This is an optimization exercise on Yosys and OpenROAD, whose aim is small area and a short achievable clock period, not a production implementation.
In this exercise RTL edits were held to simulation tests only and were not proved equivalent to the original.
No driver is modelled on the clock port, so clock power and skew are understated where the tree is cut down; a real chip needs a root buffer or a tree.

==> module stream_fifo, before the edit <==
module stream_fifo #(
  parameter int unsigned width = 16
) (
  input  logic                hclk0,
  input  logic                hrst_b0,
  input  logic                push,
  input  logic [width-1:0]    push_data,
  input  logic                pop,
  output logic [width-1:0]    pop_data,
  output logic                full,
  output logic                empty,
  output kws_pre_pkg::count_t count
);
  logic [width-1:0]                     mem [kws_pre_pkg::fifo_depth];
  logic [kws_pre_pkg::fifo_ptr_w-1:0]   wr_ptr;
  logic [kws_pre_pkg::fifo_depth-1:0]   rd_sel;       
  always_ff @(posedge hclk0 or negedge hrst_b0) begin
    if (!hrst_b0) begin
      wr_ptr <= '0;
      rd_sel <= 8'h01;
      count  <= '0;
    end else begin
      if (push) begin
        wr_ptr <= wr_ptr + 1'b1;
      end
      if (pop) begin
        rd_sel <= {rd_sel[6:0], rd_sel[7]};
      end
      if (push != pop) begin
        count <= push ? count + 1'b1 : count - 1'b1;
      end
    end
  end
  always_ff @(posedge hclk0) begin
    if (push) begin
      mem[wr_ptr] <= push_data;
    end
  end
  always_comb begin
    pop_data = '0;
    for (int i = 0; i < kws_pre_pkg::fifo_depth; i++) begin
      pop_data = pop_data | (mem[i] & {width{rd_sel[i]}});
    end
    full     = count[3];                                
    empty    = (count == '0);
  end
endmodule
==> module result_queue, before the edit <==
module result_queue (
  input  logic                 hclk0,
  input  logic                 hrst_b0,
  input  logic                 push,
  input  logic [15:0]          push_value,
  input  logic                 push_fits,
  input  logic                 push_sign,
  input  logic                 push_last,
  input  logic                 pop,
  output kws_pre_pkg::result_t pop_data,
  output logic                 empty,
  output kws_pre_pkg::count_t  count
);
  logic [16:0]          mem [kws_pre_pkg::fifo_depth];    
  logic [2:0]           wr_ptr;
  logic [7:0]           rd_sel;       
  logic [16:0]          head;
  logic                 st_valid;
  logic [2:0]           st_ptr;
  logic [15:0]          st_shifted;
  logic                 st_fits;
  logic                 st_sign;
  logic                 st_last;
  logic [15:0]          st_value;
  logic [16:0]          st_data;
  always_ff @(posedge hclk0 or negedge hrst_b0) begin
    if (!hrst_b0) begin
      wr_ptr   <= '0;
      rd_sel   <= 8'h01;
      count    <= '0;
      st_valid <= 1'b0;
    end else begin
      st_valid <= push;
      if (push) begin
        wr_ptr <= wr_ptr + 1'b1;
      end
      if (pop) begin
        rd_sel <= {rd_sel[6:0], rd_sel[7]};
      end
      if (push != pop) begin
        count <= push ? count + 1'b1 : count - 1'b1;
      end
    end
  end
  always_comb begin
    if (st_fits) begin
      st_value = st_shifted;
    end else begin
      st_value = st_sign ? 16'h8000 : 16'h7FFF;
    end
    st_data = {st_value, st_last};
  end
  always_ff @(posedge hclk0) begin
    st_shifted <= push_value;
    st_fits    <= push_fits;
    st_sign    <= push_sign;
    st_last    <= push_last;
    st_ptr     <= wr_ptr;
    if (st_valid) begin
      mem[st_ptr] <= st_data;
    end
  end
  always_comb begin
    head = '0;
    for (int i = 0; i < 8; i++) begin
      head = head | (mem[i] & {17{rd_sel[i]}});
    end
    pop_data = (st_valid && rd_sel[st_ptr]) ? st_data : head;
    empty    = (count == '0);
  end
endmodule
==> flow/config.mk <==
export PLATFORM = sky130hd
export DESIGN_NAME = kws_preprocess_top
export DESIGN_NICKNAME = kws_preprocess_top
export VERILOG_FILES = /design/flow/design.v
export SDC_FILE = /design/flow/constraint.sdc
export NUM_CORES = 4
export LEC_CHECK = 0
export CAP_MARGIN = 20
export CORE_MARGIN = 2
export CORE_UTILIZATION = 60
export SLEW_MARGIN = 20
==> flow/constraint.sdc <==
create_clock -name core_clock -period 10.0 [get_ports {hclk0}]
set_input_delay 2.0000 -clock core_clock [delete_from_list [all_inputs] [get_ports {hclk0}]]
set_output_delay 2.0000 -clock core_clock [all_outputs]
set_load 0.01 [all_outputs]
standard.sh (not shown) runs the stock make flow with config.mk's settings and CLKGATE_MAP_FILE= SYNTH_SCRIPT=/design/flow/synth_recipe.tcl, a recipe that flattens the netlist after the stock synthesis.
==> flow/flow/run.sh <==
#!/bin/bash
# Standard layout with two changes:
#  - the clock tree is built by flow/manual_cts.tcl (sourced as the PRE_CTS_TCL
#    hook; it takes the place of TritonCTS): a balanced two-level tree of
#    clkbuf_16, four roots on the clock port, each driving the leaf buffers of
#    one quarter of the core;
#  - timing repair is aimed below the clock period: repair_timing works on
#    every path with less than SETUP_SLACK_MARGIN slack.
set -euo pipefail
bash standard.sh SETUP_SLACK_MARGIN=7.0 PRE_CTS_TCL="$PWD/flow/manual_cts.tcl" finish > standard_flow.log 2>&1
Other scripts of this flow, unchanged in this note and not shown: flow/flow/manual_cts.tcl
The first run ran to the end with no violations.
==> next run, changes <==
--- a/flow/design.v
+++ b/flow/design.v
@@ -176,18 +176,18 @@
 );
   logic [width-1:0]                     mem [kws_pre_pkg::fifo_depth];
   logic [kws_pre_pkg::fifo_ptr_w-1:0]   wr_ptr;
-  logic [kws_pre_pkg::fifo_depth-1:0]   rd_sel;       
+  logic [kws_pre_pkg::fifo_ptr_w-1:0]   rd_ptr;
   always_ff @(posedge hclk0 or negedge hrst_b0) begin
     if (!hrst_b0) begin
       wr_ptr <= '0;
-      rd_sel <= 8'h01;
+      rd_ptr <= '0;
       count  <= '0;
     end else begin
       if (push) begin
         wr_ptr <= wr_ptr + 1'b1;
       end
       if (pop) begin
-        rd_sel <= {rd_sel[6:0], rd_sel[7]};
+        rd_ptr <= rd_ptr + 1'b1;
       end
       if (push != pop) begin
         count <= push ? count + 1'b1 : count - 1'b1;
@@ -200,10 +200,7 @@
     end
   end
   always_comb begin
-    pop_data = '0;
-    for (int i = 0; i < kws_pre_pkg::fifo_depth; i++) begin
-      pop_data = pop_data | (mem[i] & {width{rd_sel[i]}});
-    end
+    pop_data = mem[rd_ptr];
     full     = count[3];                                
     empty    = (count == '0);
   end
@@ -223,8 +220,7 @@
 );
   logic [16:0]          mem [kws_pre_pkg::fifo_depth];    
   logic [2:0]           wr_ptr;
-  logic [7:0]           rd_sel;       
-  logic [16:0]          head;
+  logic [2:0]           rd_ptr;
   logic                 st_valid;
   logic [2:0]           st_ptr;
   logic [15:0]          st_shifted;
@@ -236,7 +232,7 @@
   always_ff @(posedge hclk0 or negedge hrst_b0) begin
     if (!hrst_b0) begin
       wr_ptr   <= '0;
-      rd_sel   <= 8'h01;
+      rd_ptr   <= '0;
       count    <= '0;
       st_valid <= 1'b0;
     end else begin
@@ -245,7 +241,7 @@
         wr_ptr <= wr_ptr + 1'b1;
       end
       if (pop) begin
-        rd_sel <= {rd_sel[6:0], rd_sel[7]};
+        rd_ptr <= rd_ptr + 1'b1;
       end
       if (push != pop) begin
         count <= push ? count + 1'b1 : count - 1'b1;
@@ -271,11 +267,7 @@
     end
   end
   always_comb begin
-    head = '0;
-    for (int i = 0; i < 8; i++) begin
-      head = head | (mem[i] & {17{rd_sel[i]}});
-    end
-    pop_data = (st_valid && rd_sel[st_ptr]) ? st_data : head;
+    pop_data = (st_valid && st_ptr == rd_ptr) ? st_data : mem[rd_ptr];
     empty    = (count == '0);
   end
 endmodule
Result: The changed run completed without violations. Register-to-register slack gets better by 0.15 ns. Worst hold slack gets better by 0.020 ns. Synthesized cell count is lower by 2.2%. First-iteration DRC count came out higher by 4.9%. Via count is lower by about 1.3%.
In every run of this note, the design's own scripts or RTL, not TritonCTS, make the clock network.

afterwards: timing with drivers on the ports:
No port has a modelled driver above. Below, the same layouts with a new extraction and two added sets of constraints.
Step 1 sets driving cells, clkbuf_16 on the clock port and buf_2 on the other inputs (assumed; they add their load-dependent delay and slew).
Step 2 also shifts input and output timing later by t, the mid clock arrival at the registers, as if the neighbouring blocks saw the same clock.
a / b / c = ideal / step 1 / step 2; a / b = the first two.
| run | t (ns) | setup WS [ns] | worst setup path at the end | pins driven straight from the clock port |
|---|---|---|---|---|
| the first run | 0.640 | 6.858 / 6.755 / 6.680 | input to register | 4 |
| the second run | 0.632 | 6.914 / 6.759 / 6.657 | input to register | 4 |
After both steps setup and hold are still met in every run listed. The setup slack of the second run, which loses most, moves by -0.155 ns with the drivers and by -0.257 ns with both steps.
